This is an optimization exercise on Yosys and OpenROAD, whose aim is small area, not a production implementation.
Only simulation tests tie the RTL to the original design; equivalence was not proved.
The clock cells of runs 4 to 6 come from the design's own scripts or RTL, not from TritonCTS.
No driver is modelled on the clock port, so clock power and skew are understated where the tree is cut down; a real chip needs a root buffer or a tree.
Power figures rest on the tool's default switching activity, not on a simulated workload.

`flow/design.v`:
```
package tmfp_pkg;
    localparam int APB_ADDR_W = 4;
    localparam int APB_DATA_W = 32;
    localparam int TAG_W      = 8;
    localparam int WORD_W     = 32;
    localparam int SIZE_W     = 28;
    localparam int OPC_W      = 4;
    localparam int KIND_W     = 2;
    localparam int ERR_W      = 2;
    localparam int IDX_W      = 2;
    localparam logic [WORD_W:0] FIELD_BYTES = (WORD_W + 1)'(12);
    localparam logic [KIND_W-1:0] KIND_DESC = 2'd0;
    localparam logic [KIND_W-1:0] KIND_BYTE = 2'd1;
    localparam logic [KIND_W-1:0] KIND_ERR  = 2'd2;
    localparam logic [ERR_W-1:0] ERR_UINT_TAG = 2'd0;
    localparam logic [ERR_W-1:0] ERR_STR_TAG  = 2'd1;
    localparam logic [ERR_W-1:0] ERR_SIZE     = 2'd2;
    localparam logic [1:0] REG_HDR_TAG  = 2'd0;
    localparam logic [1:0] REG_UINT_TAG = 2'd1;
    localparam logic [1:0] REG_STR_TAG  = 2'd2;
endpackage
import tmfp_pkg::*;
module tagged_message_frame_parser_top (
    input  logic                  i_clk,
    input  logic                  i_rst_n,
    input  logic                  i_byte_valid,
    output logic                  i_byte_ready,
    input  logic [TAG_W-1:0]      i_byte_in_byte,
    output logic                  o_res_valid,
    input  logic                  o_res_ready,
    output logic [KIND_W-1:0]     o_res_kind,
    output logic [WORD_W-1:0]     o_res_src_id,
    output logic [WORD_W-1:0]     o_res_dest_id,
    output logic [OPC_W-1:0]      o_res_opcode,
    output logic [SIZE_W-1:0]     o_res_packet_len,
    output logic [SIZE_W-1:0]     o_res_message_len,
    output logic [TAG_W-1:0]      o_res_msg_byte,
    output logic                  o_res_last,
    output logic [ERR_W-1:0]      o_res_error_code,
    input  logic                  i_psel,
    input  logic                  i_penable,
    input  logic                  i_pwrite,
    input  logic [APB_ADDR_W-1:0] i_paddr,
    input  logic [APB_DATA_W-1:0] i_pwdata,
    output logic [APB_DATA_W-1:0] o_prdata,
    output logic                  o_pready
);
    localparam logic [4:0] S_TU1   = 5'b000_00;   
    localparam logic [4:0] S_TU2   = 5'b000_01;   
    localparam logic [4:0] S_TU3   = 5'b000_10;   
    localparam logic [4:0] S_TS    = 5'b000_11;   
    localparam logic [4:0] S_HDR0  = 5'b001_00;
    localparam logic [4:0] S_SRC0  = 5'b010_00;
    localparam logic [4:0] S_DST0  = 5'b011_00;
    localparam logic [4:0] S_LEN0  = 5'b100_00;
    localparam logic [4:0] S_MSG1  = 5'b101_00;   
    localparam logic [4:0] S_MSGN  = 5'b101_01;   
    localparam logic [4:0] S_H_D   = 5'b110_00;   
    localparam logic [4:0] S_H_B   = 5'b110_01;   
    localparam logic [4:0] S_H_E0  = 5'b110_10;   
    localparam logic [4:0] S_H_E1  = 5'b111_10;   
    localparam logic [4:0] S_H_E2  = 5'b111_11;   
    logic [TAG_W-1:0]  r_hdr_tag, r_uint_tag, r_str_tag;
    logic [4:0]        r_st, n_st;
    logic              r_valid;
    logic              r_lenok, n_lenok;
    logic [WORD_W-1:0] r_hdr, r_src, r_dst;
    logic              acc, res;
    logic [TAG_W-1:0]  b;
    logic              st_hunt, st_tag, st_hdr, st_src, st_dst, st_len, st_msg, st_msgn;
    logic [1:0]        idx;
    logic [SIZE_W-1:0] sum;
    logic              cout;
    logic              sum_zero, sum_one;
    assign b   = i_byte_in_byte;
    assign idx = r_st[1:0];
    assign st_hunt = r_st[4] & r_st[3];
    assign st_tag  = r_st[4:2] == 3'b000;
    assign st_hdr  = r_st[4:2] == 3'b001;
    assign st_src  = r_st[4:2] == 3'b010;
    assign st_dst  = r_st[4:2] == 3'b011;
    assign st_len  = r_st[4:2] == 3'b100;
    assign st_msg  = r_st[4:2] == 3'b101;
    assign st_msgn = st_msg & r_st[0];
    assign o_pready = 1'b1;
    always_comb begin
        o_prdata = '0;
        case (i_paddr[3:2])
            REG_HDR_TAG:  o_prdata[TAG_W-1:0] = r_hdr_tag;
            REG_UINT_TAG: o_prdata[TAG_W-1:0] = r_uint_tag;
            REG_STR_TAG:  o_prdata[TAG_W-1:0] = r_str_tag;
            default:      o_prdata = '0;
        endcase
    end
    assign i_byte_ready = !r_valid || o_res_ready;
    assign acc          = i_byte_valid && i_byte_ready;
    logic [4:0]        lo;
    logic              b4;       
    logic [6:1]        zn;       
    logic [7:1]        pz;       
    logic [SIZE_W:4]   bw;       
    assign lo = {1'b0, r_hdr[3:0]} + (st_msgn ? 5'h0F : 5'h04);
    assign sum[3:0] = lo[3:0];
    assign b4 = ~lo[4];
    for (genvar g = 1; g < 7; g++) begin : g_zn
        assign zn[g] = (r_hdr[4*g+3:4*g] == 4'd0);
    end
    assign pz[1] = 1'b1;
    assign pz[2] = zn[1];
    assign pz[3] = zn[1] & zn[2];
    assign pz[4] = pz[3] & zn[3];
    assign pz[5] = pz[3] & (zn[3] & zn[4]);
    assign pz[6] = pz[3] & (zn[3] & zn[4] & zn[5]);
    assign pz[7] = pz[3] & (zn[3] & zn[4] & zn[5] & zn[6]);
    for (genvar g = 1; g < 7; g++) begin : g_nib
        for (genvar j = 0; j < 4; j++) begin : g_bit
            if (j == 0) begin : g_b0
                assign bw[4*g] = b4 & pz[g];
            end else begin : g_bj
                assign bw[4*g+j] = b4 & pz[g] & (r_hdr[4*g+j-1:4*g] == '0);
            end
            assign sum[4*g+j] = r_hdr[4*g+j] ^ bw[4*g+j];
        end
    end
    assign bw[SIZE_W] = b4 & pz[7];
    assign cout = ~bw[SIZE_W];
    logic hdr_hi0;
    assign hdr_hi0  = (r_hdr[SIZE_W-1:4] == '0);
    assign sum_zero = hdr_hi0 & (r_hdr[3:0] == 4'd12);
    assign sum_one  = hdr_hi0 & (r_hdr[3:0] == (st_msgn ? 4'd2 : 4'd13));
    logic sel_h, sel_u, sel_s, sel_l0, sel_l1, sel_l2, sel_l3;
    logic [7:0] cmp_val;
    logic       match;
    assign sel_h  = st_hunt;
    assign sel_u  = st_tag & (idx != 2'd3);
    assign sel_s  = st_tag & (idx == 2'd3);
    assign sel_l0 = st_len & (idx == 2'd0);
    assign sel_l1 = st_len & (idx == 2'd1);
    assign sel_l2 = st_len & (idx == 2'd2);
    assign sel_l3 = st_len & (idx == 2'd3);
    assign cmp_val = ({8{sel_h}}  & r_hdr_tag)  |
                     ({8{sel_u}}  & r_uint_tag) |
                     ({8{sel_s}}  & r_str_tag)  |
                     ({8{sel_l0}} & {4'b0, sum[27:24]}) |
                     ({8{sel_l1}} & sum[23:16]) |
                     ({8{sel_l2}} & sum[15:8])  |
                     ({8{sel_l3}} & sum[7:0]);
    assign match = (b == cmp_val);
    always_comb begin
        n_st    = r_st;
        n_lenok = r_lenok;
        res     = 1'b0;
        if (st_hunt) begin
            if (match) n_st = S_HDR0;
        end else if (st_tag) begin
            if (idx == 2'd3) begin
                res = 1'b1;
                if (!match)          n_st = S_H_E1;
                else if (sum_zero)   n_st = S_H_D;
                else                 n_st = S_MSG1;
            end else begin
                if (!match) begin
                    res  = 1'b1;
                    n_st = S_H_E0;
                end else begin
                    n_st = {3'(idx) + 3'd2, 2'b00};
                end
            end
        end else if (st_msg) begin
            res = 1'b1;
            n_st = sum_one ? S_H_B : S_MSGN;
        end else begin
            n_st = r_st + 5'd1;
            if (idx == 2'd3) n_st = {3'b000, 2'(r_st[4:2] - 3'd1)};
            if (st_len) begin
                n_lenok = (idx == 2'd0 ? cout : r_lenok) & match;
                if (idx == 2'd3 && !n_lenok) begin
                    res  = 1'b1;
                    n_st = S_H_E2;
                end
            end
        end
    end
    always_ff @(posedge i_clk) begin
        if (!i_rst_n) begin
            r_hdr_tag  <= '0;
            r_uint_tag <= '0;
            r_str_tag  <= '0;
        end else if (i_psel && i_penable && i_pwrite) begin
            case (i_paddr[3:2])
                REG_HDR_TAG:  r_hdr_tag  <= i_pwdata[TAG_W-1:0];
                REG_UINT_TAG: r_uint_tag <= i_pwdata[TAG_W-1:0];
                REG_STR_TAG:  r_str_tag  <= i_pwdata[TAG_W-1:0];
                default: ;
            endcase
        end
    end
    always_ff @(posedge i_clk) begin
        if (!i_rst_n) begin
            r_st    <= S_H_D;
            r_valid <= 1'b0;
        end else begin
            if (acc) r_st <= n_st;
            if (i_byte_ready) r_valid <= acc && res;
        end
    end
    always_ff @(posedge i_clk) begin
        if (acc) begin
            r_lenok <= n_lenok;
            if (st_hdr) r_hdr <= {r_hdr[23:0], b};
            else if (st_msg) r_hdr[SIZE_W-1:0] <= sum;
            if (st_src || st_msg) r_src <= {r_src[23:0], b};
            if (st_dst) r_dst <= {r_dst[23:0], b};
        end
    end
    assign o_res_valid       = r_valid;
    assign o_res_last        = st_hunt;
    assign o_res_kind        = !st_hunt ? {1'b0, r_st[0]} :
                               (r_st[1] ? KIND_ERR : {1'b0, r_st[0]});
    assign o_res_error_code  = {r_st[0], r_st[2] & ~r_st[0]};
    assign o_res_src_id      = r_src;
    assign o_res_dest_id     = r_dst;
    assign o_res_opcode      = r_hdr[WORD_W-1:SIZE_W];
    assign o_res_packet_len  = r_hdr[SIZE_W-1:0];
    assign o_res_message_len = sum;
    assign o_res_msg_byte    = r_src[TAG_W-1:0];
endmodule
```
`flow/flow/run.sh`:
```
#!/bin/bash
# Own layout flow: the standard ORFS flow (standard.sh) with
#  - a copy of ORFS's scripts folder whose abc_area.script is replaced by
#    flow/abc_area.script (a stronger area mapping; registers are mapped by
#    dfflibmap as before, so their names and cells are unchanged);
#  - extra ORFS settings from flow/extra.mk appended to the standard flow's config.mk
#    (port buffers use buf_1, CTS buffer list, no CTS dummy loads).
# make's output goes to flow_make.log here; ORFS writes each step's log under
# orfs/logs, copied to flow_logs/ at the end.
set -euo pipefail
W=$PWD
rm -rf "$W/orfs_scripts"
cp -r "$FLOW_HOME/scripts" "$W/orfs_scripts"
cp "$W/flow/abc_area.script" "$W/orfs_scripts/abc_area.script"
cp config.mk own_config.mk
cat "$W/flow/extra.mk" >> own_config.mk
sed -e "s#DESIGN_CONFIG=[^ ]*#DESIGN_CONFIG=$W/own_config.mk SCRIPTS_DIR=$W/orfs_scripts#" standard.sh > own_standard.sh
status=0
bash own_standard.sh > flow_make.log 2>&1 || status=$?
cp -r orfs/logs flow_logs || true
exit $status
```
`flow/flow/abc_area.script`:
```
strash
&get -n
&dch -f
&nf -R 1000
&put
topo
stime -c
buffer -c
upsize -c
dnsize -c
```
`flow/flow/extra.mk`:
```
export BUFFER_PORTS_ARGS = -buffer_cell sky130_fd_sc_hd__buf_1
export CTS_ARGS = -sink_clustering_enable -repair_clock_nets -dont_use_dummy_load -buf_list {sky130_fd_sc_hd__clkbuf_8}
export SKIP_REPAIR_TIE_FANOUT = 1
```
`flow/standard.sh`:
```
#!/bin/bash
# synth_recipe.tcl (not shown) runs the flow's synth.tcl, then flattens the netlist and writes it again
# the make line also repeats each setting of config.mk as NAME=value (left out here)
make -C /OpenROAD-flow-scripts/flow DESIGN_CONFIG=/design/flow/config.mk WORK_HOME=/design/flow/orfs CLKGATE_MAP_FILE= SYNTH_SCRIPT=/design/flow/synth_recipe.tcl "${@:-finish}"
```
`flow/config.mk`:
```
export PLATFORM = sky130hd
export DESIGN_NAME = tagged_message_frame_parser_top
export DESIGN_NICKNAME = tagged_message_frame_parser_top
export VERILOG_FILES = /design/flow/design.v
export SDC_FILE = /design/flow/constraint.sdc
export NUM_CORES = 4
export LEC_CHECK = 0
export ABC_AREA = 1
export CAP_MARGIN = 20
export CORE_MARGIN = 2
export CORE_UTILIZATION = 40
export SLEW_MARGIN = 20
```
`flow/constraint.sdc`:
```
create_clock -name core_clock -period 5.0 [get_ports {i_clk}]
set_input_delay 1.0000 -clock core_clock [delete_from_list [all_inputs] [get_ports {i_clk}]]
set_output_delay 1.0000 -clock core_clock [all_outputs]
set_load 0.01 [all_outputs]
```
==> results of run 1 <==
timing repair:
| action | 4_1_cts | 5_1_grt |
|---|---|---|
| pin swaps | 22 | 15 |
| resized for setup | 9 | 33 |
| setup endpoints to repair | 10 | 13 |
| hold buffers | 0 | 0 |
| buffers inserted | 6 | 7 |
report_power, final:
| group | switching (mW) | internal, mW |
|---|---|---|
| Combinational | 0.117 | 0.0607 |
| Clock | 0.340 | 0.299 |
| Sequential | 0.0128 | 1.15 |
worst max path at each step:
stage	depth (start not counted)	to	slack, ns	start
detailed placement	36	r_st[2]	-0.46	r_st[3]
global placement	36	r_st[2]	-0.45	r_st[3]
finish	37	r_st[3]	-0.31	r_st[3]
CTS	36	r_st[1]	-0.24	r_st[3]
global route	38	r_st[3]	-0.68	r_st[3]
floorplan	36	r_st[2]	-0.35	r_st[3]
through the flow:
step / power [mW] / utilization / hold slack (ns) / area [um2] / setup WS (ns)
floorplan: 1.30 / - / 0.477 / 6230 / -0.355
global placement: 1.35 / 0.475 / 0.428 / 7170 / -0.450
detailed placement: 1.35 / 0.475 / 0.434 / 7170 / -0.459
CTS: 1.99 / 0.497 / 0.443 / 7490 / -0.236
global route: 2.05 / 0.512 / 0.454 / 7730 / -0.680
finish: 1.98 / 0.512 / 0.440 / 7730 / -0.310
cells in the mapped netlist, types with 3 or more instances:
cell type / instances / area, um2
and2_1: 4 / 25.0
inv_1: 31 / 116
dfxtp_1: 30 / 601
nor2b_1: 4 / 25.0
nor2_1: 80 / 300
o221ai_1: 4 / 35.0
nand4_1: 5 / 31.3
xnor2_1: 16 / 140
xor2_1: 11 / 96.3
buf_2: 3 / 15.0
a211oi_1: 3 / 22.5
clkbuf_1: 14 / 52.6
mux2_2: 10 / 113
o211ai_1: 5 / 37.5
nor4_1: 8 / 50.1
ha_1: 15 / 188
nand2_1: 38 / 143
o21ai_0: 31 / 155
a21oi_1: 29 / 145
edfxtp_1: 97 / 2910
nor3_1: 8 / 40.0
a222oi_1: 6 / 60.1
nor3b_1: 4 / 30.0
a22oi_1: 11 / 82.6
and3_1: 4 / 25.0
nand2_2: 5 / 31.3
buf_4: 34 / 255
nand2b_1: 6 / 37.5
nand3_1: 10 / 50.1
routing by layer:
layer  vias to the layer above  share of wire  routed length (um)
met5                         -              0                   0
met2                       212           0.48                8040
met3                        16          0.079                1310
li1                       2344              -                   -
met4                         0          0.013                 215
met1                      2401           0.43                7090
final cells by class:
| cell class | instances | area share |
|---|---|---|
| inverter | 33 | 0.0164 |
| multi-input combinational | 349 | 0.317 |
| timing repair buffer | 234 | 0.152 |
| tap | 188 | 0.0304 |
| clock buffer | 17 | 0.0303 |
| sequential | 127 | 0.455 |
registers in the layout, summed over array words and instances, names as in the netlist:
register and cells:
r_dst 32, r_hdr 32, r_hdr_tag 8, r_lenok 1, r_src 32, r_st 5
r_str_tag 8, r_uint_tag 8, r_valid 1
logic make-up (layout without fill, tap and decap cells):
kind of cell             Yosys count  count (layout)  synth area share
XOR/XNOR                          27              27            0.0385
AO/OA/AOI/OAI                    101             101             0.107
flip-flops                       127             127             0.572
adder cells (fa/ha/maj)           16              16            0.0338
AND/OR/NAND/NOR                  193             193             0.156
buffers and inverters             85             284            0.0737
other                              2               2           0.00122
multiplexers                      10              10            0.0183
==> metrics.md, run 1 <==
| Metric | Value |
|---|---|
| Status | failed layout checks |
| Fail Reasons | setup timing |
| Area grow syn2layout | 25.8% |
| Die area | 16400 um2 |
| Pre-antenna DRT Iters | 6 |
| H-tree depth | 4 |
| Type of the worst setup path | flop to flop |
| Asr flop ratio synth | 0 |
| Port Buffers | 171 |
| Setup TNS | -2.10 ns |
| Slowest CP cell | fa_2 |
| GP Congestion | 0.883 |
| Met2 usage | 0.334 |
| Critical Path Start Type | flop |
| Starting Density | 0.407 |
| Avg Inst Size Synth | 11.0 um2 |
| # setup viols final | 10 |
| CTS max path bufs | 2 |
| Die Ht | 128 um |
| Clock Latency Late Sink | 0.43 ns |
| Top_reg_cell synth | edfxtp_1 |
| Max Slew Vio Count | 0 |
| Type of the worst min-delay path | flop to flop |
| Largest net degree at the start of global routing | 48 |
| Unrepaired setup endpoints after global routing | true |
| CTS tree | built |
| Layout Cells excl Fill | 948 |
| Routed len/inst | 17.6 um |
| Peak supply drop | 0.140 mV |
| GRT Overall Usage | 0.203 |
| FF+latch area | 3510 um2 |
| HP Start | r_dst[1] |
| Critical path's most frequent cell | nand2_2 |
| Worst reg-to-reg setup slack | -0.31 ns |
| GR Util met3 | 0.0680 |
| Filler cells | 1404 |
| Setup ws final | -0.310 ns |
| Commonest non-fill, non-tap cell in the layout | buf_1 |
| Global route overflow | 0 |
| Slew headroom | 0.227 |
| R2R Path End | r_st[3] |
| Antenna violations before repair | 0 |
| Power density over the cells | 256 nW/um2 |
| CP arrival | 5.59 ns |
| First-pass GRT wire length | 25300 um |
| Initial DRC Count | 282 |
| Crit. End Element | flop |
| Half-perimeter wire length after placement | 12200 um |
| Share of layout cells above drive strength 1 | 0.207 |
| Final number of hold-violating endpoints | 0 |
| DRC | 0 |
| Placed Cells incl. Taps | 917 |
| Via count | 4973 |
| Yosys synthesis warning count | 1 |
| Sequential area share after synthesis | 0.572 |
| Combined area of the multi-input logic cells | 2450 um2 |
| Fmax | 188 MHz |
| Total CTS buffers | 17 |
| Number of flops mapped to enable cells by yosys | 97 |
| Number of diodes | 0 |
| Die width | 128 um |
| Max_cap viols | 0 |
| Clock root cell | clkbuf_8 |
| Cell variety after synth | 60 |
| Post-DRT Antenna Nets | 0 |
| Met1 GRT Util | 0.256 |
| Req. time, crit path | 5.28 ns |
| Crit Path Max Fanout | 3 |
| Final wirelength | 16700 um |
| Setup Skew | 0.0219 ns |
| Clock-pin slew on the worst setup and hold paths | 0.08 ns |
| Nets | 829 |
| Busiest grt layer | met2 |
| # rows | 45 |
| Period utilization | 1.06 |
| Final Critical Period | 5.31 ns |
| Hold depth | 0 |
| Most frequent cells in the layout | 164 x buf_1, 97 x edfxtp_1, 79 x nor2_1, 58 x buf_4, 38 x nand2_1 |
| Post-Syn Area | 6140 um2 |
| Reg-to-reg startpoint | r_st[3] |
| Leakage | 2.80 nW |
| Max incr delay on CP | 0.35 ns |
| Worst slew pin tran | 1.15 ns |
| Clock Sinks | 127 |
| # IOs | 223 |
| Core box area | 15100 um2 |
| WP buf/inv | 5 |
| Vias per cell | 5.25 |
| Cells after Synth | 561 |
| Delay-heaviest family, CP | simple AND/OR/NAND/NOR gates |
| FF-to-FF path depth | 37 |
| Seq cells post-synth | 127 |
| Vias in the first global route | 4732 |
| Hold endpoint | r_dst[9] |
==> run 2: changes to the inputs <==
==> flow/flow/abc_area.script (replaced) <==
strash
&get -n
&dch -f
&nf -R 30
&put
topo
stime -c
buffer -c
upsize -c
dnsize -c
==> run 2 against run 1 <==
Synthesized area is 1.1% higher. Design area decreased by 7.1%. Global-route usage hardly changed. The run now finishes clean. Routed wire length grew 2.6%. First-iteration DRC count rose by 36%. Sequential power about the same. Cell count shrank 3.3%. Die area increased by 1.1%. Count of clock-buffer cells in the layout did not move. Synthesized cell count up 3.2%. Hold slack improved by 0.0010 ns.
==> metrics.md, run 2 <==
| Metric | Value |
|---|---|
| Max Slew Vio Count | 0 (unchanged) |
| Setup Skew | 0.0166 ns (-0.00537 ns) |
| Vias in the first global route | 4642 (-1.9%) |
| Largest net degree at the start of global routing | 49 (+2.1%) |
| FF-to-FF path depth | 24 (-35%) |
| Filler cells | 1475 (+5.1%) |
| Period utilization | 0.953 (-0.109) |
| Fmax | 210 MHz (+11%) |
| Worst slew pin tran | 1.16 ns (+0.0139 ns) |
| Die Ht | 129 um (+0.54%) |
| Tot Pwr | 1.95 mW (-1.2%) |
| GP Congestion | 0.895 (+1.4%) |
| Crit Path Max Fanout | 11 (+8) |
| Final wirelength | 17100 um (+2.6%) |
| Core box area | 15200 um2 (+0.75%) |
| Clock-pin slew on the worst setup and hold paths | 0.06 ns (-0.02 ns) |
| Area share of the largest cell type after synthesis | 0.469 (-0.00525) |
| Cell chain of the critical path | inv_1 > ha_2 > and4_1 > fa_1 > nor2_1 > a21oi_2 > buf_4 > buf_4 > or3_1 > inv_1 > ha_1 > xor2_2 > a22oi_2 > nand3_1 > xor2_1 > nor4_1 > o2111ai_1 > nor3_4 > o221a_4 > nor2_2 > a21oi_4 > o211ai_1 > a32oi_1 > nor2_1 |
| Number of flops mapped to enable cells by yosys | 97 (unchanged) |
| Number of diodes | 0 (unchanged) |
| Slew headroom | 0.222 (-0.00507) |
| Setup TNS | 0 ns (+2.10 ns) |
| Clock root cell | clkbuf_8 |
| Delay-heaviest family, CP | simple AND/OR/NAND/NOR gates |
| Crit. End Element | flop |
| Nets | 798 (-3.7%) |
| Die area | 16500 um2 (+1.1%) |
| # setup viols final | 0 (-10) |
| Port Buffers | 171 (unchanged) |
| Mux cell area share after synthesis | 0.0163 (-0.00202) |
| Asr flop ratio synth | 0 (unchanged) |
| Commonest cells in the synthesized netlist | 97 x edfxtp_1, 83 x nor2_1, 44 x nand2_1, 34 x buf_4, 31 x inv_1 |
| Final number of hold-violating endpoints | 0 (unchanged) |
| Antenna violations before repair | 0 (unchanged) |
| WP buf/inv | 4 (-1) |
| CTS max path bufs | 2 (unchanged) |
| Worst reg-to-reg setup slack | 0.24 ns (+0.55 ns) |
| Worst path depth | 24 (-35%) |
| Placed Cells incl. Taps | 898 (-2.1%) |
| Clock Sinks | 127 (unchanged) |
| Global route overflow | 0 (unchanged) |
| Via count | 5012 (+0.78%) |
| Area leader, netlist | edfxtp_1 |
| R2R Path End | r_st[0] |
| # IOs | 223 (unchanged) |
| Die width | 129 um (+0.54%) |
| # rows | 45 (unchanged) |
| Commonest non-fill, non-tap cell in the layout | buf_1 |
| Area grow syn2layout | 15.5% |
| Cell variety after synth | 59 (-1.7%) |
| Req. time, crit path | 5.31 ns (+0.03 ns) |
| Critical Path Start Type | flop |
| First-pass GRT wire length | 25500 um (+0.79%) |
| Top_reg_cell synth | edfxtp_1 |
| Post-Synth Adder-Cell Area | 0.0334 (-0.000374) |
| Power density over the cells | 272 nW/um2 (+6.4%) |
| Most frequent cells in the layout | 171 x buf_1, 97 x edfxtp_1, 83 x nor2_1, 44 x nand2_1, 31 x inv_1 |
| Half-perimeter wire length after placement | 12600 um (+3.8%) |
| Largest family of logic cells by synthesized area | simple AND/OR/NAND/NOR gates |
| Cells after Synth | 579 (+3.2%) |
| Top Registers | r_dst (32), r_hdr (32), r_src (32) |
| Post-DRT Antenna Nets | 0 (unchanged) |
| Simple-Gate Fraction of Synth Area | 0.155 (-0.000920) |
| Type of the worst setup path | flop to flop |
| Layout Cells excl Fill | 917 (-3.3%) |
| H-tree depth | 4 (unchanged) |
| Hold Buf Count CTS | 0 (unchanged) |
| Type of the worst min-delay path | flop to flop |
| GRT Overall Usage | 0.204 (+0.000346) |
| Slowest CP cell | fa_1 |
| Area fraction in compound gates after synthesis | 0.122 (+0.0151) |
| Final Critical Period | 4.76 ns (-0.547 ns) |
| Max incr delay on CP | 0.40 ns (+0.05 ns) |
| CTS tree | built |
| Avg Inst Size Synth | 10.7 um2 (-2.0%) |
| Routed len/inst | 18.6 um (+6.0%) |
| Synth area leaders | edfxtp_1 47%, dfxtp_1 9.7%, nor2_1 5.0% |
| Reg-to-reg startpoint | r_st[3] |
| Share of layout cells above drive strength 1 | 0.0933 (-0.113) |
| Max_cap viols | 0 (unchanged) |
| Leakage | 2.54 nW (-9.4%) |
| Vias per cell | 5.47 (+4.2%) |
| Initial DRC Count | 383 (+36%) |
| CP arrival | 5.08 ns (-0.51 ns) |
| Starting Density | 0.409 (+0.00151) |
| Critical Path Start | r_st[3] |
| CP Capture Point | r_st[0] |
| Pre-antenna DRT Iters | 8 (+2) |
| Sequential area share after synthesis | 0.565 (-0.00633) |
| Clock Latency Late Sink | 0.43 ns (about the same) |
| XOR/XNOR Fraction of Synth Area | 0.0338 (-0.00465) |
| Seq cells post-synth | 127 (unchanged) |
| DRC | 0 (unchanged) |
| Count leader, synth | edfxtp_1 |
| Post-Syn Area | 6210 um2 (+1.1%) |
| Status | no timing/DRC/antenna violations |
| Total CTS buffers | 17 (unchanged) |
| Peak supply drop | 0.178 mV (+27%) |
| Yosys synthesis warning count | 1 (unchanged) |
## run 2: cell types whose count changed in the layout (fill, tap and decap cells not counted), sizes merged, moves of 4 or more
cell   previous run  this run
buf             231       187
or3               1         7
a31oi             2         7
nand3            10        15
xnor2            16        11
or2               2         6
## run 2: where the power goes
group	switching [mW]	internal, mW
clock network	0.331	0.298
registers	0.0135	1.15
logic	0.113	0.0492
total	0.457	1.50
## run 2: worst register-to-register path: cells and delay by family (launching register included)
family | cells | cell delay, ns
AND/OR/NAND/NOR | 8 | 1.53
AO/OA/AOI/OAI | 7 | 1.25
adder cells (fa/ha/maj) | 3 | 0.80
buffers and inverters | 4 | 0.47
flip-flops | 1 | 0.33
XOR/XNOR | 2 | 0.29
## run 2: cell type report
class	count	area, um2	area share
clock buffer	17	234	0.0326
inverter	32	120	0.0167
multi-input combinational	366	2310	0.322
sequential	127	3510	0.489
tap	188	235	0.0328
timing repair buffer	187	762	0.106
## run 2: per-stage QoR
| step | setup WS [ns] | hold WS [ns] | area [um2] | utilization |
|---|---|---|---|---|
| after floorplan | 0.416 | 0.477 | 6210 | - |
| after global placement | 0.203 | 0.432 | 6880 | 0.453 |
| after detailed placement | 0.172 | 0.433 | 6880 | 0.453 |
| after CTS | 0.123 | 0.440 | 7110 | 0.468 |
| after global routing | -0.0117 | 0.437 | 7180 | 0.472 |
| final | 0.237 | 0.441 | 7180 | 0.472 |
## run 2: timing repair
action	4_1_cts	5_1_grt
endpoints found under the setup margin	0	6
setup buffers	0	2
gates resized for setup	0	9
## run 2: how the worst min path moves through the flow
stage              endpoint  depth (start not counted)         start  slack [ns]
4_1_cts           r_src[16]                          0      r_src[8]        0.44
3_3_place_gp      r_src[17]                          0      r_src[9]        0.43
6_report          r_src[16]                          0      r_src[8]        0.44
5_1_grt           r_src[16]                          0      r_src[8]        0.44
3_5_place_dp       r_dst[8]                          0      r_dst[0]        0.43
2_1_floorplan  r_hdr_tag[2]                          2  r_hdr_tag[2]        0.48
## run 2: cell families after synthesis
kind of cell / Yosys count
simple gates: 202
compound gates: 113
fa+ha+maj: 16
flops: 127
other cells: 2
xor+xnor: 24
buf+inv: 86
mux: 9
## run 2: per-layer routing
metal | wire length, um | global-route usage | vias to the layer above
met5 | 0 | 0 | -
met4 | 208 | 0.0518 | 0
met3 | 1160 | 0.0437 | 12
met2 | 8180 | 0.337 | 254
met1 | 7530 | 0.274 | 2399
li1 | - | - | 2347
==> run 3: changes to the inputs <==
--- a/flow/design.v
+++ b/flow/design.v
@@ -60,7 +60,11 @@
     localparam logic [4:0] S_H_E0  = 5'b110_10;   
     localparam logic [4:0] S_H_E1  = 5'b111_10;   
     localparam logic [4:0] S_H_E2  = 5'b111_11;   
+    logic [TAG_W-1:0]  r_hdr_tag_n, r_uint_tag_n, r_str_tag_n;
     logic [TAG_W-1:0]  r_hdr_tag, r_uint_tag, r_str_tag;
+    assign r_hdr_tag  = ~r_hdr_tag_n;
+    assign r_uint_tag = ~r_uint_tag_n;
+    assign r_str_tag  = ~r_str_tag_n;
     logic [4:0]        r_st, n_st;
     logic              r_valid;
     logic              r_lenok, n_lenok;
@@ -183,14 +187,14 @@
     end
     always_ff @(posedge i_clk) begin
         if (!i_rst_n) begin
-            r_hdr_tag  <= '0;
-            r_uint_tag <= '0;
-            r_str_tag  <= '0;
+            r_hdr_tag_n  <= '1;
+            r_uint_tag_n <= '1;
+            r_str_tag_n  <= '1;
         end else if (i_psel && i_penable && i_pwrite) begin
             case (i_paddr[3:2])
-                REG_HDR_TAG:  r_hdr_tag  <= i_pwdata[TAG_W-1:0];
-                REG_UINT_TAG: r_uint_tag <= i_pwdata[TAG_W-1:0];
-                REG_STR_TAG:  r_str_tag  <= i_pwdata[TAG_W-1:0];
+                REG_HDR_TAG:  r_hdr_tag_n  <= ~i_pwdata[TAG_W-1:0];
+                REG_UINT_TAG: r_uint_tag_n <= ~i_pwdata[TAG_W-1:0];
+                REG_STR_TAG:  r_str_tag_n  <= ~i_pwdata[TAG_W-1:0];
                 default: ;
             endcase
         end
==> flow/flow/abc_area.script (replaced) <==
strash
&get -n
&deepsyn -T 60
&dch -f
&nf -R 30
&put
topo
stime -c
buffer -c
upsize -c
dnsize -c
==> run 3 against run 2 <==
Non-clock buffer count increased by 9. Fmax grew 3.1%. Routed wire length fell by 2.9%. Combinational power shrank 9%. Sequential power hardly changed. Synthesized cell count decreased by 10%. Register-to-register slack better by 0.14 ns. Count of clock-buffer cells in the layout unchanged. Largest cell class unchanged. Largest power group unchanged. Highest routed layer unchanged.
==> metrics.md, run 3 <==
| Metric | Value |
|---|---|
| Number of flops mapped to enable cells by yosys | 97 (unchanged) |
| Fmax | 216 MHz (+3.1%) |
| Pre-antenna DRT Iters | 7 (-1) |
| Largest net degree at the start of global routing | 49 (unchanged) |
| Worst slew pin tran | 1.08 ns (-0.0846 ns) |
| Routed len/inst | 19.2 um (+2.9%) |
| Starting Density | 0.410 (+0.00149) |
| Period utilization | 0.924 (-0.0283) |
| Synth area leaders | edfxtp_1 49%, dfxtp_1 10%, buf_4 4.3% |
| Peak supply drop | 0.182 mV (+2.6%) |
| Antenna violations before repair | 0 (unchanged) |
| Cell area after layout | 6980 um2 (-2.8%) |
| Die width | 126 um (-2.0%) |
| P_sw | 446 uW (-2.6%) |
| CP arrival | 4.97 ns (-0.11 ns) |
| Sequential Power Share | 0.599 (+0.004) |
| Post-Syn Area | 5960 um2 (-4.0%) |
| Crit. End Element | flop |
| GP Congestion | 0.923 (+3.1%) |
| Commonest cells in the synthesized netlist | 97 x edfxtp_1, 65 x nor2_1, 44 x a21oi_1, 34 x buf_4, 31 x inv_1 |
| Tot Pwr | 1.93 mW (-1.1%) |
| CP Capture Point | r_st[2] |
| Vias in the first global route | 4512 (-2.8%) |
| Commonest non-fill, non-tap cell in the layout | buf_1 |
| Top_reg_cell synth | edfxtp_1 |
| Max Slew Vio Count | 0 (unchanged) |
| Power density over the cells | 277 nW/um2 (+1.7%) |
| FF-to-FF path depth | 23 (-4.2%) |
| Setup Skew | 0.0182 ns (+0.00162 ns) |
| Cells after Synth | 520 (-10%) |
| Area share of the largest cell type after synthesis | 0.489 (+0.0198) |
| Max_cap viols | 0 (unchanged) |
| Post-CTS Setup Bufs | 0 (unchanged) |
| Nets | 751 (-5.9%) |
| # rows | 44 (-2.2%) |
| Hold Buf Count CTS | 0 (unchanged) |
| CTS max path bufs | 2 (unchanged) |
| Reg-to-reg startpoint | r_st[2] |
| Critical Path Start | r_st[2] |
| Total CTS buffers | 17 (unchanged) |
| Filler cells | 1379 (-6.5%) |
| Type of the worst setup path | flop to flop |
| Cell variety after synth | 53 (-10%) |
| Initial DRC Count | 367 (-4.2%) |
| Critical Path Start Type | flop |
| Most frequent cells in the layout | 171 x buf_1, 97 x edfxtp_1, 65 x nor2_1, 43 x a21oi_1, 31 x inv_1 |
| Leakage | 2.41 nW (-5.1%) |
| Sequential area share after synthesis | 0.589 (+0.0239) |
| # setup viols final | 0 (unchanged) |
| Setup ws final | 0.379 ns (+0.142 ns) |
| Worst reg-to-reg setup slack | 0.38 ns (+0.14 ns) |
| R2R Path End | r_st[2] |
| Asr flop ratio synth | 0 (unchanged) |
| Yosys synthesis warning count | 1 (unchanged) |
| # IOs | 223 (unchanged) |
| Clock Latency Late Sink | 0.45 ns (+0.02 ns) |
| Top Registers | r_dst (32), r_hdr (32), r_src (32) |
| Type of the worst min-delay path | flop to flop |
| Post-DRT Antenna Nets | 0 (unchanged) |
| Clock root cell | clkbuf_8 |
| Internal power | 1.49 mW (-0.60%) |
| Share of layout cells above drive strength 1 | 0.104 (+0.0108) |
| Port Buffers | 171 (unchanged) |
| Placed inst area | 6720 um2 (-2.3%) |
| Crit Path Max Fanout | 5 (-6) |
| Core box area | 14500 um2 (-4.4%) |
| Vias per cell | 5.45 (-0.22%) |
| Area leader, netlist | edfxtp_1 |
| Die Ht | 126 um (-2.0%) |
| Final Critical Period | 4.62 ns (-0.142 ns) |
| Number of diodes | 0 (unchanged) |
| Final number of hold-violating endpoints | 0 (unchanged) |
| DP Worst Slack | 0.184 ns (+0.0128 ns) |
| Final wirelength | 16600 um (-2.9%) |
| CTS tree | built |
| CTS-repair resized insts | 0 (unchanged) |
| Status | no timing/DRC/antenna violations |
| Avg Inst Size Synth | 11.5 um2 (+6.8%) |
| H-tree depth | 4 (unchanged) |
| Comb power frac | 0.077 (-0.006) |
| GRT Overall Usage | 0.207 (+0.00373) |
| Setup TNS | 0 ns (unchanged) |
| Global route overflow | 0 (unchanged) |
| DRC | 0 (unchanged) |
| Area grow syn2layout | 17.1% |
| Half-perimeter wire length after placement | 12400 um (-1.8%) |
| Count leader, synth | edfxtp_1 |
| Req. time, crit path | 5.35 ns (+0.04 ns) |
| Switch share | 0.231 (-0.00357) |
| Via count | 4723 (-5.8%) |
| First-pass GRT wire length | 25200 um (-0.92%) |
| Clock Power Share | 0.325 (+0.003) |
| Clock-pin slew on the worst setup and hold paths | 0.08 ns (+0.02 ns) |
| Hold depth | 0 (unchanged) |
| Unrepaired setup endpoints after global routing | false |
| Seq cells post-synth | 127 (unchanged) |
| Die area | 15900 um2 (-3.9%) |
| Slew headroom | 0.275 (+0.0525) |
| Clock Sinks | 127 (unchanged) |
[run 3: area by class of cell]
| type | count | area (um2) | area share |
|---|---|---|---|
| sequential | 127 | 3510 | 0.503 |
| multi-input combinational | 311 | 2060 | 0.295 |
| tap | 184 | 230 | 0.0330 |
| timing repair buffer | 196 | 830 | 0.119 |
| clock buffer | 17 | 234 | 0.0335 |
| inverter | 31 | 116 | 0.0167 |
[run 3: layer usage]
metal	part of all wire	routed length [um]	global-route usage
met1	0.42	6960	0.273
met2	0.47	7750	0.329
met3	0.091	1510	0.0565
met4	0.022	366	0.0795
met5	0	0	0
[run 3: cells by family (layout without fill, tap and decap cells)]
logic type / count (synthesis) / after routing / synth area share
flops: 127 / 127 / 0.589
compound gates: 103 / 103 / 0.113
mux: 10 / 10 / 0.0187
buf+inv: 82 / 244 / 0.0730
xor+xnor: 28 / 28 / 0.0411
simple gates: 152 / 152 / 0.129
other cells: 2 / 2 / 0.00126
fa+ha+maj: 16 / 16 / 0.0348
[run 3: how the worst min path moves through the flow]
stage / to / slack, ns / from
after floorplan: r_hdr_tag_n[5] / 0.47 / r_hdr_tag_n[5]
after global placement: r_src[16] / 0.43 / r_src[8]
after detailed placement: r_dst[16] / 0.43 / r_dst[8]
after CTS: r_dst[21] / 0.45 / r_dst[13]
after global routing: r_src[28] / 0.46 / r_src[20]
final: r_src[27] / 0.44 / r_src[19]
[run 3: power by group through the flow]
stage | Combinational, mW | Clock, mW | Sequential, mW
after floorplan | 0.0989 | 0 | 1.19
after global placement | 0.143 | 0 | 1.18
after detailed placement | 0.146 | 0 | 1.18
after CTS | 0.146 | 0.644 | 1.16
after global routing | 0.164 | 0.687 | 1.16
final | 0.148 | 0.628 | 1.16
[run 3: metrics by stage]
stage	hold slack [ns]	utilization	cells
2_1_floorplan	0.471	-	520
3_3_place_gp	0.427	0.462	849
3_5_place_dp	0.434	0.462	849
4_1_cts	0.446	0.478	866
5_1_grt	0.462	0.480	866
6_report	0.444	0.480	866
[run 3: critical path, stage by stage, from the launching register on]
cell      delay (ns)
dfxtp_1         0.36
ha_1            0.23
nand3_1         0.13
inv_1           0.10
and2_1          0.20
fa_2            0.40
nor3_2          0.23
o311a_1         0.23
buf_4           0.14
nand2_1         0.09
nor3_2          0.17
ha_1            0.19
xnor2_1         0.20
o22ai_1         0.16
nor3_1          0.28
xnor2_1         0.09
nor3_1          0.18
nand3_1         0.17
nor4_4          0.20
buf_4           0.18
nand2_1         0.09
nor2_1          0.15
a211oi_1        0.12
a221oi_2        0.24
==> run 4: changes to the inputs <==
--- a/flow/flow/run.sh
+++ b/flow/flow/run.sh
@@ -3,6 +3,9 @@
 #  - a copy of ORFS's scripts folder whose abc_area.script is replaced by
 #    flow/abc_area.script (a stronger area mapping; registers are mapped by
 #    dfflibmap as before, so their names and cells are unchanged);
+#  - cts.tcl in that copy builds the clock tree with flow/manual_cts.tcl
+#    (a root buffer driving 8 leaf buffers, each at the centre of a balanced
+#    cluster of flip-flops) instead of clock_tree_synthesis;
 #  - extra ORFS settings from flow/extra.mk appended to the standard flow's config.mk
 #    (port buffers use buf_1, CTS buffer list, no CTS dummy loads).
 # make's output goes to flow_make.log here; ORFS writes each step's log under
@@ -12,6 +15,9 @@
 rm -rf "$W/orfs_scripts"
 cp -r "$FLOW_HOME/scripts" "$W/orfs_scripts"
 cp "$W/flow/abc_area.script" "$W/orfs_scripts/abc_area.script"
+grep -q '^log_cmd clock_tree_synthesis {\*}\$cts_args$' "$W/orfs_scripts/cts.tcl"
+sed -i "s#^log_cmd clock_tree_synthesis {\*}\\\$cts_args\$#source $W/flow/manual_cts.tcl; manual_cts sky130_fd_sc_hd__clkbuf_8 8 sky130_fd_sc_hd__clkbuf_8#" "$W/orfs_scripts/cts.tcl"
+grep -q 'manual_cts sky130' "$W/orfs_scripts/cts.tcl"
 cp config.mk own_config.mk
 cat "$W/flow/extra.mk" >> own_config.mk
 sed -e "s#DESIGN_CONFIG=[^ ]*#DESIGN_CONFIG=$W/own_config.mk SCRIPTS_DIR=$W/orfs_scripts#" standard.sh > own_standard.sh
==> flow/flow/abc_area.script (replaced) <==
strash
&get -n
&deepsyn -T 60
&dch -f
&nf -R 30
&put
topo
stime -c
==> flow/flow/extra.mk (replaced) <==
export BUFFER_PORTS_ARGS = -buffer_cell sky130_fd_sc_hd__buf_1
export SKIP_REPAIR_TIE_FANOUT = 1
==> flow/flow/manual_cts.tcl (new file) <==
# Manual clock tree: the clock port drives NG leaf buffers directly, each
# placed at the centroid of a balanced cluster of flip-flop clock pins.
proc manual_cts {buf_master ng {root_master ""}} {
  set block [ord::get_db_block]
  set db [ord::get_db]
  set clknet [$block findNet i_clk]
  set master [$db findMaster $buf_master]
  set sinks {}
  foreach it [$clknet getITerms] {
    set inst [$it getInst]
    set bb [$inst getBBox]
    set x [expr {([$bb xMin] + [$bb xMax]) / 2}]
    set y [expr {([$bb yMin] + [$bb yMax]) / 2}]
    lappend sinks [list $it $x $y]
  }
  # recursive bisection into ng groups (ng a power of two), alternating axis
  set groups [list $sinks]
  set axis 1
  while {[llength $groups] < $ng} {
    set new {}
    foreach g $groups {
      set s [lsort -integer -index $axis $g]
      set h [expr {[llength $s] / 2}]
      lappend new [lrange $s 0 [expr {$h - 1}]] [lrange $s $h end]
    }
    set groups $new
    set axis [expr {3 - $axis}]
  }
  set src $clknet
  if {$root_master ne ""} {
    set rinst [odb::dbInst_create $block [$db findMaster $root_master] "clkbuf_root"]
    set sx 0; set sy 0
    foreach s $sinks { set sx [expr {$sx + [lindex $s 1]}]; set sy [expr {$sy + [lindex $s 2]}] }
    $rinst setLocation [expr {$sx / [llength $sinks]}] [expr {$sy / [llength $sinks]}]
    $rinst setPlacementStatus PLACED
    set src [odb::dbNet_create $block "clknet_root"]
    $src setSigType CLOCK
    [$rinst findITerm A] connect $clknet
    [$rinst findITerm X] connect $src
  }
  set k 0
  foreach g $groups {
    set sx 0; set sy 0
    foreach s $g { set sx [expr {$sx + [lindex $s 1]}]; set sy [expr {$sy + [lindex $s 2]}] }
    set n [llength $g]
    set cx [expr {$sx / $n}]; set cy [expr {$sy / $n}]
    set inst [odb::dbInst_create $block $master "clkbuf_leaf_$k"]
    $inst setLocation $cx $cy
    $inst setPlacementStatus PLACED
    set net [odb::dbNet_create $block "clknet_leaf_$k"]
    $net setSigType CLOCK
    [$inst findITerm A] connect $src
    [$inst findITerm X] connect $net
    foreach s $g { set it [lindex $s 0]; $it disconnect; $it connect $net }
    incr k
  }
}
==> run 4 against run 3 <==
Still clean on timing, DRC and antenna. Power down 8.2%. Sequential share of layout area up 1.2 points. Synthesized cell count down 3.3%. Clock power down 24%. Sequential power about the same. Via count down 1.3%. Fmax down 0.77%. Register-to-register slack worse by 0.04 ns. Global-route usage down 0.92 points. Hold slack better by 0.011 ns. Synthesized area down 2.5%. Core utilization down 0.54 points. Critical path type unchanged.
==> metrics.md, run 4 <==
| Metric | Value |
|---|---|
| Status | no timing/DRC/antenna violations |
| # rows | 44 (unchanged) |
| Filler cells | 1363 (-1.2%) |
| Type of the worst setup path | flop to flop |
| GRT Overall Usage | 0.198 (-0.00917) |
| Critical Path Start Type | flop |
| Post-DRT Antenna Nets | 0 (unchanged) |
| Number of flops mapped to enable cells by yosys | 97 (unchanged) |
| Routed len/inst | 19.0 um (-0.81%) |
| Most frequent cells in the layout | 171 x buf_1, 97 x edfxtp_1, 65 x nor2_1, 43 x a21oi_1, 31 x clkinv_1 |
| Commonest non-fill, non-tap cell in the layout | buf_1 |
| Top Registers | r_dst (32), r_hdr (32), r_src (32) |
| Crit. End Element | flop |
| Post-Syn Area | 5820 um2 (-2.5%) |
| Initial DRC Count | 325 (-11%) |
| Number of diodes | 0 (unchanged) |
| Port Buffers | 171 (unchanged) |
| Vias in the first global route | 4452 (-1.3%) |
| Starting Density | 0.405 (-0.00547) |
| Cell variety after synth | 42 (-21%) |
| Asr flop ratio synth | 0 (unchanged) |
| Seq cells post-synth | 127 (unchanged) |
| Share of layout cells above drive strength 1 | 0.0679 (-0.0362) |
| Period utilization | 0.931 (+0.00713) |
| P_sw | 425 uW (-4.5%) |
| Max Slew Vio Count | 0 (unchanged) |
| Sequential Power Share | 0.651 (+0.052) |
| # setup viols final | 0 (unchanged) |
| Reg-to-reg startpoint | r_st[3] |
| Area leader, netlist | edfxtp_1 |
| Max incr delay on CP | 0.41 ns (about the same) |
| HP Start | r_src[9] |
| Type of the worst min-delay path | flop to flop |
| Leakage | 2.24 nW (-7.0%) |
| Slowest CP cell | fa_2 |
| DRC | 0 (unchanged) |
| Avg Inst Size Synth | 11.6 um2 (+0.84%) |
| Via count | 4662 (-1.3%) |
| Area share of the largest cell type after synthesis | 0.501 (+0.0123) |
| # IOs | 223 (unchanged) |
| Max_cap viols | 0 (unchanged) |
| Pre-antenna DRT Iters | 5 (-2) |
| Half-perimeter wire length after placement | 12300 um (-0.78%) |
| Switch share | 0.240 (+0.00912) |
| Internal power | 1.35 mW (-9.3%) |
| CP arrival | 4.96 ns (about the same) |
| Placed Cells incl. Taps | 851 (+0.24%) |
| First-pass GRT wire length | 24800 um (-1.6%) |
| Fmax | 215 MHz (-0.77%) |
| Largest net degree at the start of global routing | 49 (unchanged) |
| Sequential area share after synthesis | 0.604 (+0.0148) |
| Hold Buf Count CTS | 0 (unchanged) |
| GP Congestion | 0.894 (-3.1%) |
| Power density over the cells | 260 nW/um2 (-6.1%) |
| Antenna violations before repair | 0 (unchanged) |
| Clock Latency Late Sink | 0.40 ns (-0.05 ns) |
| Setup Skew | 0.0153 ns (-0.00290 ns) |
| Final Critical Period | 4.66 ns (+0.0357 ns) |
| Core box area | 14400 um2 (-1.1%) |
| Final number of hold-violating endpoints | 0 (unchanged) |
| Vias per cell | 5.41 (-0.72%) |
| Slew headroom | 0.181 (-0.0936) |
| Req. time, crit path | 5.30 ns (-0.05 ns) |
| Die Ht | 125 um (-1.2%) |
| Critical path's most frequent cell | buf_4 |
| Setup TNS | 0 ns (unchanged) |
| Comb power frac | 0.081 (+0.004) |
| Min Hold Slack | 0.455 ns (+0.0106 ns) |
| DP Worst Slack | 0.142 ns (-0.0423 ns) |
| Peak supply drop | 0.154 mV (-16%) |
| Clock-pin slew on the worst setup and hold paths | 0.11 ns (+0.03 ns) |
| Synth area leaders | edfxtp_1 50%, dfxtp_1 10%, buf_4 4.4% |
| Nets | 746 (-0.67%) |
| Setup ws final | 0.343 ns (-0.0357 ns) |
| Die area | 15500 um2 (-2.4%) |
| Worst slew pin tran | 1.22 ns (+0.136 ns) |
| Area grow syn2layout | 17.3% |
| Global route overflow | 0 (unchanged) |
| Critical Path Start | r_st[3] |
| Commonest cells in the synthesized netlist | 97 x edfxtp_1, 65 x nor2_1, 44 x a21oi_1, 34 x buf_4, 31 x clkinv_1 |
| Cells after Synth | 503 (-3.3%) |
| Final wirelength | 16400 um (-1.4%) |
| Unrepaired setup endpoints after global routing | false |
| Layout Cells excl Fill | 861 (-0.58%) |
| Count leader, synth | edfxtp_1 |
| Clock Power Share | 0.268 (-0.057) |
| Cell chain of the critical path | clkinv_1 > ha_1 > nand3_1 > clkinv_1 > and2_0 > fa_2 > nor3_4 > o311a_1 > buf_4 > nand2b_1 > buf_4 > xor2_1 > o221ai_1 > a221oi_1 > xnor2_1 > nor4_2 > buf_4 > o211a_1 > o211ai_1 > nor2_1 > o311ai_0 |
| Die width | 125 um (-1.2%) |
| Yosys synthesis warning count | 1 (unchanged) |
| Crit Path Max Fanout | 5 (unchanged) |
| Top_reg_cell synth | edfxtp_1 |
run 4: cell type report:
cell class,instances,area [um2],share of cell area
Sequential cell,127,3510,0.515
Multi-Input combinational cell,311,1990,0.291
Timing Repair Buffer,199,852,0.125
Tap cell,184,230,0.0337
Buffer,9,124,0.0182
Inverter,31,116,0.0171
run 4: power groups by stage:
stage | Sequential [mW] | Clock, mW | Combinational [mW]
2_1_floorplan | 1.19 | 0 | 0.0892
3_3_place_gp | 1.18 | 0 | 0.140
3_5_place_dp | 1.18 | 0 | 0.142
4_1_cts | 1.18 | 0.337 | 0.143
5_1_grt | 1.16 | 0.533 | 0.157
6_report | 1.15 | 0.476 | 0.143
run 4: per-stage QoR:
step	power, mW	cell area, um2	util
finish	1.77	6820	0.475
global route	1.85	6820	0.475
CTS	1.66	6780	0.472
detailed placement	1.32	6650	0.463
global placement	1.32	6650	0.463
floorplan	1.28	5820	-
run 4: worst max-delay path: cells and delay by family (launching register included):
family                   cells  cell delay [ns]
XOR/XNOR                     2             0.63
adder cells (fa/ha/maj)      2             0.62
buffers and inverters        5             0.63
flip-flops                   1             0.35
AND/OR/NAND/NOR              6             0.77
AO/OA/AOI/OAI                6             1.57
run 4: logic make-up (layout without fill, tap and decap cells):
group,count (synthesis),count (layout),share of synthesized area
simple gates,152,152,0.123
mux,10,10,0.0191
flops,127,127,0.604
other cells,2,2,0.00129
compound gates,103,103,0.111
fa+ha+maj,16,16,0.0357
xor+xnor,28,28,0.0422
buf+inv,65,239,0.0639
run 4: repair_timing:
| action | CTS | global route |
|---|---|---|
| setup endpoints to repair | 0 | 6 |
| setup buffers | 0 | 1 |
| gates resized for setup | 0 | 9 |
| endpoints found under the hold margin | 0 | 0 |
run 4: path summary, 6_finish.rpt:
| check | end | slack (ns) | cells past startpoint |
|---|---|---|---|
| worst max register to register | r_st[3] | 0.34 | 21 |
| worst min-delay path | r_src[17] | 0.45 | 0 |
| worst max-delay path | r_st[3] | 0.34 | 21 |
| worst min register to register | r_src[17] | 0.45 | 0 |
run 4: per-layer routing:
metal  global-route usage  vias up  share of wire
met1                0.267     2271           0.43
met3               0.0348       16          0.080
met4               0.0311        0          0.014
met5                    0        -              0
li1                     -     2164              -
met2                0.343      211           0.48
==> run 5: changes to the inputs <==
==> flow/flow/extra.mk (replaced) <==
export BUFFER_PORTS_ARGS = -buffer_cell sky130_fd_sc_hd__buf_1
export SKIP_REPAIR_TIE_FANOUT = 1
export REMOVE_ABC_BUFFERS = 1
--- a/flow/config.mk
+++ b/flow/config.mk
@@ -9,4 +9,5 @@
 export CAP_MARGIN = 20
 export CORE_MARGIN = 2
 export CORE_UTILIZATION = 40
+export GPL_TIMING_DRIVEN = 0
 export SLEW_MARGIN = 20
==> run 5 against run 4 <==
Synthesized cell count is the same. Hold slack gained 0.0025 ns. Core utilization up 0.052 points. Global-route usage decreased by 0.10 points. Critical path depth rose by 2. Register-to-register slack got worse by 0.12 ns. Die area unchanged. Highest routed layer unchanged.
==> metrics.md, run 5 <==
| Metric | Value |
|---|---|
| GRT Overall Usage | 0.197 (-0.00102) |
| Max_cap viols | 0 (unchanged) |
| Number of flops mapped to enable cells by yosys | 97 (unchanged) |
| # IOs | 223 (unchanged) |
| DRC | 0 (unchanged) |
| Vias per cell | 5.53 (+2.1%) |
| WP buf/inv | 3 (-2) |
| Share of layout cells above drive strength 1 | 0.0755 (+0.00758) |
| Half-perimeter wire length after placement | 12100 um (-1.4%) |
| Type of the worst min-delay path | flop to flop |
| Sequential area share after synthesis | 0.604 (unchanged) |
| Worst slew pin tran | 1.18 ns (-0.0345 ns) |
| # rows | 44 (unchanged) |
| Die width | 125 um (unchanged) |
| DP Worst Slack | -1.22 ns (-1.36 ns) |
| CP arrival | 5.07 ns (+0.11 ns) |
| Type of the worst setup path | flop to flop |
| Filler cells | 1391 (+2.1%) |
| Initial DRC Count | 289 (-11%) |
| Crit Path Max Fanout | 5 (unchanged) |
| Asr flop ratio synth | 0 (unchanged) |
| Min Hold Slack | 0.457 ns (+0.00250 ns) |
| Starting Density | 0.405 (unchanged) |
| Pre-antenna DRT Iters | 5 (unchanged) |
| Period utilization | 0.955 (+0.0234) |
| GR Util met3 | 0.0296 (-0.00515) |
| Seq cells post-synth | 127 (unchanged) |
| Post-Syn Area | 5820 um2 (unchanged) |
| Busiest grt layer | met2 |
| Final Critical Period | 4.77 ns (+0.117 ns) |
| Setup ws final | 0.226 ns (-0.117 ns) |
| Area leader, netlist | edfxtp_1 |
| Commonest non-fill, non-tap cell in the layout | buf_1 |
| First-pass GRT wire length | 24600 um (-0.95%) |
| Req. time, crit path | 5.29 ns (about the same) |
| Final wirelength | 16400 um (+0.37%) |
| Routed len/inst | 19.4 um (+2.1%) |
| Setup TNS | 0 ns (unchanged) |
| Critical Path Start Type | flop |
| Core box area | 14400 um2 (unchanged) |
| HP Start | r_src[8] |
| Clock Power Share | 0.267 (about the same) |
| Delay-heaviest family, CP | simple AND/OR/NAND/NOR gates |
| Top Registers | r_dst (32), r_hdr (32), r_src (32) |
| Via count | 4676 (+0.30%) |
| Die Ht | 125 um (unchanged) |
| Synth area leaders | edfxtp_1 50%, dfxtp_1 10%, buf_4 4.4% |
| Final number of hold-violating endpoints | 0 (unchanged) |
| Vias in the first global route | 4353 (-2.2%) |
| R2R Path End | r_st[2] |
| Comb power frac | 0.079 (-0.002) |
| Cell variety after synth | 42 (unchanged) |
| Most frequent cells in the layout | 171 x buf_1, 97 x edfxtp_1, 64 x nor2_1, 43 x a21oi_1, 29 x clkinv_1 |
| Hold Buf Count CTS | 0 (unchanged) |
| Status | no timing/DRC/antenna violations |
| Hold endpoint | r_src[16] |
| Area share of the largest cell type after synthesis | 0.501 (unchanged) |
| Top_reg_cell synth | edfxtp_1 |
| Max incr delay on CP | 0.40 ns (about the same) |
| Number of diodes | 0 (unchanged) |
| # setup viols final | 0 (unchanged) |
| Clock-pin slew on the worst setup and hold paths | 0.11 ns (about the same) |
| Antenna violations before repair | 0 (unchanged) |
| Worst reg-to-reg setup slack | 0.23 ns (-0.12 ns) |
| Nets | 731 (-2.0%) |
| Power density over the cells | 260 nW/um2 (about the same) |
| GP Congestion | 0.870 (-2.6%) |
| Sequential Power Share | 0.654 (+0.003) |
| Max Slew Vio Count | 0 (unchanged) |
| Slew headroom | 0.204 (+0.0233) |
| Port Buffers | 171 (unchanged) |
| Count leader, synth | edfxtp_1 |
| Hold depth | 0 (unchanged) |
| Leakage | 2.20 nW (-2.0%) |
| Internal power | 1.35 mW (about the same) |
| Largest net degree at the start of global routing | 41 (-16%) |
| Commonest cells in the synthesized netlist | 97 x edfxtp_1, 65 x nor2_1, 44 x a21oi_1, 34 x buf_4, 31 x clkinv_1 |
| Post-DRT Antenna Nets | 0 (unchanged) |
| Peak supply drop | 0.156 mV (+1.4%) |
| Cell chain of the critical path | clkinv_2 > ha_2 > nand3_2 > clkinv_2 > and2_1 > fa_2 > nor3_2 > o311a_1 > nand2b_1 > nor2_2 > ha_2 > xor2_2 > a221o_1 > nor3_2 > xnor2_1 > nor3_1 > nand3_1 > nor4_4 > buf_4 > nand2_1 > nor2_1 > a211oi_1 > a221oi_1 |
| Switch share | 0.240 (+0.000289) |
| FF-to-FF path depth | 23 (+9.5%) |
| Clock Latency Late Sink | 0.40 ns (about the same) |
| Global route overflow | 0 (unchanged) |
| Met2 usage | 0.338 (-0.00514) |
| Die area | 15500 um2 (unchanged) |
| Yosys synthesis warning count | 1 (unchanged) |
| Cells after Synth | 503 (unchanged) |
| P_sw | 426 uW (+0.22%) |
| Reg-to-reg startpoint | r_st[3] |
| Fmax | 209 MHz (-2.5%) |
| Critical Path Start | r_st[3] |
| Slowest CP cell | fa_2 |
| Crit. End Element | flop |
| Setup Skew | 0.0183 ns (+0.00299 ns) |
| Area grow syn2layout | 17.5% |
| Met1 GRT Util | 0.267 (+0.000281) |
| Avg Inst Size Synth | 11.6 um2 (unchanged) |
-- run 5: layer usage --
layer / vias up / wire (um) / part of all wire
met5: - / 0 / 0
met2: 235 / 7950 / 0.48
met3: 35 / 1310 / 0.080
li1: 2134 / - / -
met4: 0 / 447 / 0.027
met1: 2272 / 6710 / 0.41
-- run 5: worst max-delay path by stage --
stage	end	slack, ns	cells past startpoint
floorplan	r_st[0]	0.08	23
global placement	r_st[3]	-1.08	23
detailed placement	r_st[3]	-1.22	23
CTS	r_st[3]	0.04	23
global route	r_st[3]	-0.03	24
finish	r_st[2]	0.23	23
-- run 5: power groups by stage --
stage	Sequential [mW]	Clock, mW	Combinational [mW]
after floorplan	1.19	0	0.0692
after global placement	1.19	0	0.125
after detailed placement	1.19	0	0.133
after CTS	1.19	0.337	0.135
after global routing	1.16	0.527	0.154
final	1.16	0.475	0.140
-- run 5: final cells by class --
cell class                      count  area, um2  share of cell area
Sequential cell                   127       3520               0.515
Inverter                           31        119              0.0174
Buffer                              9        124              0.0181
Multi-Input combinational cell    311       2060               0.302
Tap cell                          184        230              0.0337
Timing Repair Buffer              184        776               0.114
-- run 5: timing repair --
action	CTS	global route
endpoints found under the hold margin	0	0
buffers inserted	2	6
gates resized for setup	10	19
pin swaps	3	11
endpoints found under the setup margin	7	7
-- run 5: worst reg2reg max path, delay by kind of cell (launching register included) --
| family | cells | cell delay [ns] |
|---|---|---|
| DFF | 1 | 0.38 |
| AOI/OAI and AO/OA | 4 | 1.10 |
| adders and majority gates | 3 | 0.81 |
| xor gates and xnor gates | 2 | 0.19 |
| and+or+nand+nor | 11 | 1.84 |
| buffers and inverters | 3 | 0.37 |
-- run 5: logic make-up after synthesis --
family,Yosys count,synth area share
AO/OA/AOI/OAI,103,0.111
XOR/XNOR,28,0.0422
adder cells (fa/ha/maj),16,0.0357
buffers and inverters,65,0.0639
flip-flops,127,0.604
multiplexers,10,0.0191
other,2,0.00129
AND/OR/NAND/NOR,152,0.123
-- run 5: through the flow --
step	area [um2]	cells	total power, mW	utilization
detailed placement	6530	829	1.32	0.454
floorplan	5560	469	1.26	-
CTS	6720	840	1.66	0.467
finish	6830	846	1.78	0.475
global route	6830	846	1.85	0.475
global placement	6430	824	1.31	0.448
==> run 6: changes to the inputs <==
==> flow/flow/abc_area.script (replaced) <==
strash
&get -n
&deepsyn -T 60
&dch -f
&nf -R 30
&put
topo
stime -c
buffer -c
upsize -c
dnsize -c
==> flow/flow/extra.mk (replaced) <==
export BUFFER_PORTS_ARGS = -buffer_cell sky130_fd_sc_hd__buf_1
export SKIP_REPAIR_TIE_FANOUT = 1
--- a/flow/config.mk
+++ b/flow/config.mk
@@ -9,5 +9,4 @@
 export CAP_MARGIN = 20
 export CORE_MARGIN = 2
 export CORE_UTILIZATION = 40
-export GPL_TIMING_DRIVEN = 0
 export SLEW_MARGIN = 20
==> run 6 against run 5 <==
Via count rose by 0.75%. Fmax rose by 2.9%. Cell count rose by 1.4%. Largest power group unchanged. Global-route usage fell by 0.14 points. First-iteration DRC count rose by 23%. Hold slack got worse by 0.00075 ns. Still clean. Core utilization fell by 0.27 points.
==> metrics.md, run 6 <==
| Metric | Value |
|---|---|
| Vias in the first global route | 4486 (+3.1%) |
| Critical Path Start Type | flop |
| Max Slew Vio Count | 0 (unchanged) |
| Placed Cells incl. Taps | 849 (+2.4%) |
| Antenna violations before repair | 0 (unchanged) |
| Port Buffers | 171 (unchanged) |
| Initial DRC Count | 356 (+23%) |
| Largest net degree at the start of global routing | 49 (+20%) |
| # rows | 44 (unchanged) |
| Hold Buf Count CTS | 0 (unchanged) |
| Number of flops mapped to enable cells by yosys | 97 (unchanged) |
| Tot Pwr | 1.77 mW (-0.26%) |
| FF+latch area | 3510 um2 (-0.14%) |
| Clock-pin slew on the worst setup and hold paths | 0.10 ns (about the same) |
| Yosys synthesis warning count | 1 (unchanged) |
| Filler cells | 1401 (+0.72%) |
| Internal power | 1.35 mW (about the same) |
| Area share of the largest cell type after synthesis | 0.489 (-0.0123) |
| GP Congestion | 0.923 (+6.0%) |
| Synth area leaders | edfxtp_1 49%, dfxtp_1 10%, buf_4 4.3% |
| Seq cells post-synth | 127 (unchanged) |
| Max incr delay on CP | 0.40 ns (about the same) |
| # IOs | 223 (unchanged) |
| Half-perimeter wire length after placement | 12400 um (+2.3%) |
| P_sw | 421 uW (-1.1%) |
| Global route overflow | 0 (unchanged) |
| Pre-antenna DRT Iters | 5 (unchanged) |
| # setup viols final | 0 (unchanged) |
| Status | no timing/DRC/antenna violations |
| Cells after Synth | 520 (+3.4%) |
| Most frequent cells in the layout | 171 x buf_1, 97 x edfxtp_1, 65 x nor2_1, 43 x a21oi_1, 31 x inv_1 |
| Count leader, synth | edfxtp_1 |
| Sequential Power Share | 0.652 (-0.002) |
| Top_reg_cell synth | edfxtp_1 |
| Setup TNS | 0 ns (unchanged) |
| Req. time, crit path | 5.31 ns (+0.02 ns) |
| Cell chain of the critical path | ha_1 > nand3_1 > inv_1 > and2_1 > fa_2 > nor3_2 > o311a_1 > or2b_2 > buf_4 > xor2_1 > o221ai_1 > a221oi_1 > xnor2_1 > nor4_4 > buf_4 > nand2_1 > nor2_1 > a211oi_1 > a221oi_2 |
| Die area | 15900 um2 (+2.4%) |
| Slowest CP cell | fa_2 |
| Critical path's most frequent cell | buf_4 |
| Type of the worst setup path | flop to flop |
| Crit. End Element | flop |
| Commonest non-fill, non-tap cell in the layout | buf_1 |
| Clock Latency Late Sink | 0.39 ns (about the same) |
| Number of diodes | 0 (unchanged) |
| Slew headroom | 0.209 (+0.00522) |
| Hold depth | 0 (unchanged) |
| WP buf/inv | 3 (unchanged) |
| Layout Cells excl Fill | 858 (+1.4%) |
| Combined area of the multi-input logic cells | 2060 um2 (-0.36%) |
| Fmax | 216 MHz (+2.9%) |
| Period utilization | 0.928 (-0.0268) |
| First-pass GRT wire length | 25200 um (+2.4%) |
| DP Worst Slack | 0.184 ns (+1.40 ns) |
| Reg-to-reg startpoint | r_st[2] |
| Routed len/inst | 19.3 um (-0.46%) |
| Starting Density | 0.410 (+0.00547) |
| Via count | 4711 (+0.75%) |
| Cell variety after synth | 53 (+26%) |
| FF-to-FF path depth | 19 (-17%) |
| Nets | 743 (+1.6%) |
| DRC | 0 (unchanged) |
| HP Start | r_src[9] |
| Setup ws final | 0.360 ns (+0.134 ns) |
| Post-Syn Area | 5960 um2 (+2.5%) |
| Final number of hold-violating endpoints | 0 (unchanged) |
| GRT Overall Usage | 0.196 (-0.00144) |
| Worst reg-to-reg setup slack | 0.36 ns (+0.13 ns) |
| Post-DRT Antenna Nets | 0 (unchanged) |
| Final wirelength | 16600 um (+0.96%) |
| Leakage | 2.35 nW (+7.1%) |
| Asr flop ratio synth | 0 (unchanged) |
| Avg Inst Size Synth | 11.5 um2 (-0.83%) |
| Die width | 126 um (+1.2%) |
| Commonest cells in the synthesized netlist | 97 x edfxtp_1, 65 x nor2_1, 44 x a21oi_1, 34 x buf_4, 31 x inv_1 |
| Crit Path Max Fanout | 5 (unchanged) |
| Sequential area share after synthesis | 0.589 (-0.0148) |
| Max_cap viols | 0 (unchanged) |
| Comb power frac | 0.083 (+0.004) |
| Switch share | 0.238 (-0.00214) |
| Unrepaired setup endpoints after global routing | false |
| Die Ht | 126 um (+1.2%) |
| Vias per cell | 5.49 (-0.66%) |
| R2R Path End | r_st[2] |
| Power density over the cells | 258 nW/um2 (-0.82%) |
| Worst slew pin tran | 1.18 ns (-0.00440 ns) |
| Peak supply drop | 0.192 mV (+23%) |
| CP arrival | 4.95 ns (-0.12 ns) |
| Final Critical Period | 4.64 ns (-0.134 ns) |
| Setup Skew | 0.0121 ns (-0.00621 ns) |
| Type of the worst min-delay path | flop to flop |
| Hold endpoint | r_src[17] |
| Delay-heaviest family, CP | simple AND/OR/NAND/NOR gates |
| Top Registers | r_dst (32), r_hdr (32), r_src (32) |
| Clock Power Share | 0.265 (-0.002) |
| Area grow syn2layout | 15.2% |
| Core box area | 14500 um2 (+1.1%) |
| Area leader, netlist | edfxtp_1 |
| Share of layout cells above drive strength 1 | 0.0935 (+0.0179) |
==> run 6: cell count changes in the layout (fill, tap and decap cells not counted), sizes merged <==
cell / before / now
clkinv: 31 / 0
or2b: 0 / 1
and2b: 0 / 1
nor2b: 1 / 0
buf: 184 / 196
inv: 0 / 31
nand2b: 11 / 10
==> run 6: metrics by stage <==
step	area [um2]	hold WS, ns	utilization
floorplan	5960	0.471	-
global placement	6720	0.427	0.462
detailed placement	6720	0.434	0.462
CTS	6840	0.434	0.471
global route	6870	0.470	0.473
finish	6870	0.456	0.473
==> run 6: repair_timing <==
action | 4_1_cts | 5_1_grt
endpoints found under the hold margin | 0 | 0
setup endpoints to repair | 0 | 6
gates resized for setup | 0 | 8
setup buffers | 0 | 0
==> run 6: worst max-delay path by stage <==
stage	startpoint	to	cells after the start
after global placement	r_st[2]	r_st[4]	21
after floorplan	r_st[3]	r_st[0]	22
after detailed placement	r_st[2]	r_st[4]	22
final	r_st[2]	r_st[2]	19
after CTS	r_st[2]	r_st[4]	22
after global routing	r_st[3]	r_st[2]	23
==> run 6: cell families (layout without fill, tap and decap cells) <==
family,count (synthesis),after routing,share of synthesized area
DFF,127,127,0.589
other,2,2,0.00126
and+or+nand+nor,152,152,0.129
buffers and inverters,82,236,0.0730
adders and majority gates,16,16,0.0348
AOI/OAI and AO/OA,103,103,0.113
muxes,10,10,0.0187
xor gates and xnor gates,28,28,0.0411
==> run 6: routing by layer <==
layer	GRT usage	vias to the layer above	part of all wire
met3	0.0331	30	0.091
li1	-	2155	-
met5	0	-	0
met1	0.271	2280	0.42
met2	0.326	246	0.47
met4	0.0407	0	0.022
==> run 6: layout make-up <==
class	count	share of cell area
Inverter	31	0.0169
Sequential cell	127	0.511
Tap cell	184	0.0335
Multi-Input combinational cell	311	0.299
Timing Repair Buffer	196	0.121
Buffer	9	0.0180
==> run 6: power groups by stage <==
stage | combinational [mW] | clock, mW | sequential [mW]
floorplan | 0.0989 | 0 | 1.19
global placement | 0.143 | 0 | 1.18
detailed placement | 0.146 | 0 | 1.18
CTS | 0.146 | 0.337 | 1.18
global route | 0.164 | 0.523 | 1.16
finish | 0.147 | 0.470 | 1.15

Setup slack of run 6, layout unchanged: 0.360 ns with ideal ports, 0.360 ns with driving cells assumed (clock clkbuf_16, inputs buf_2), 0.360 ns with port delays also shifted by the 0.429 ns mid clock arrival.
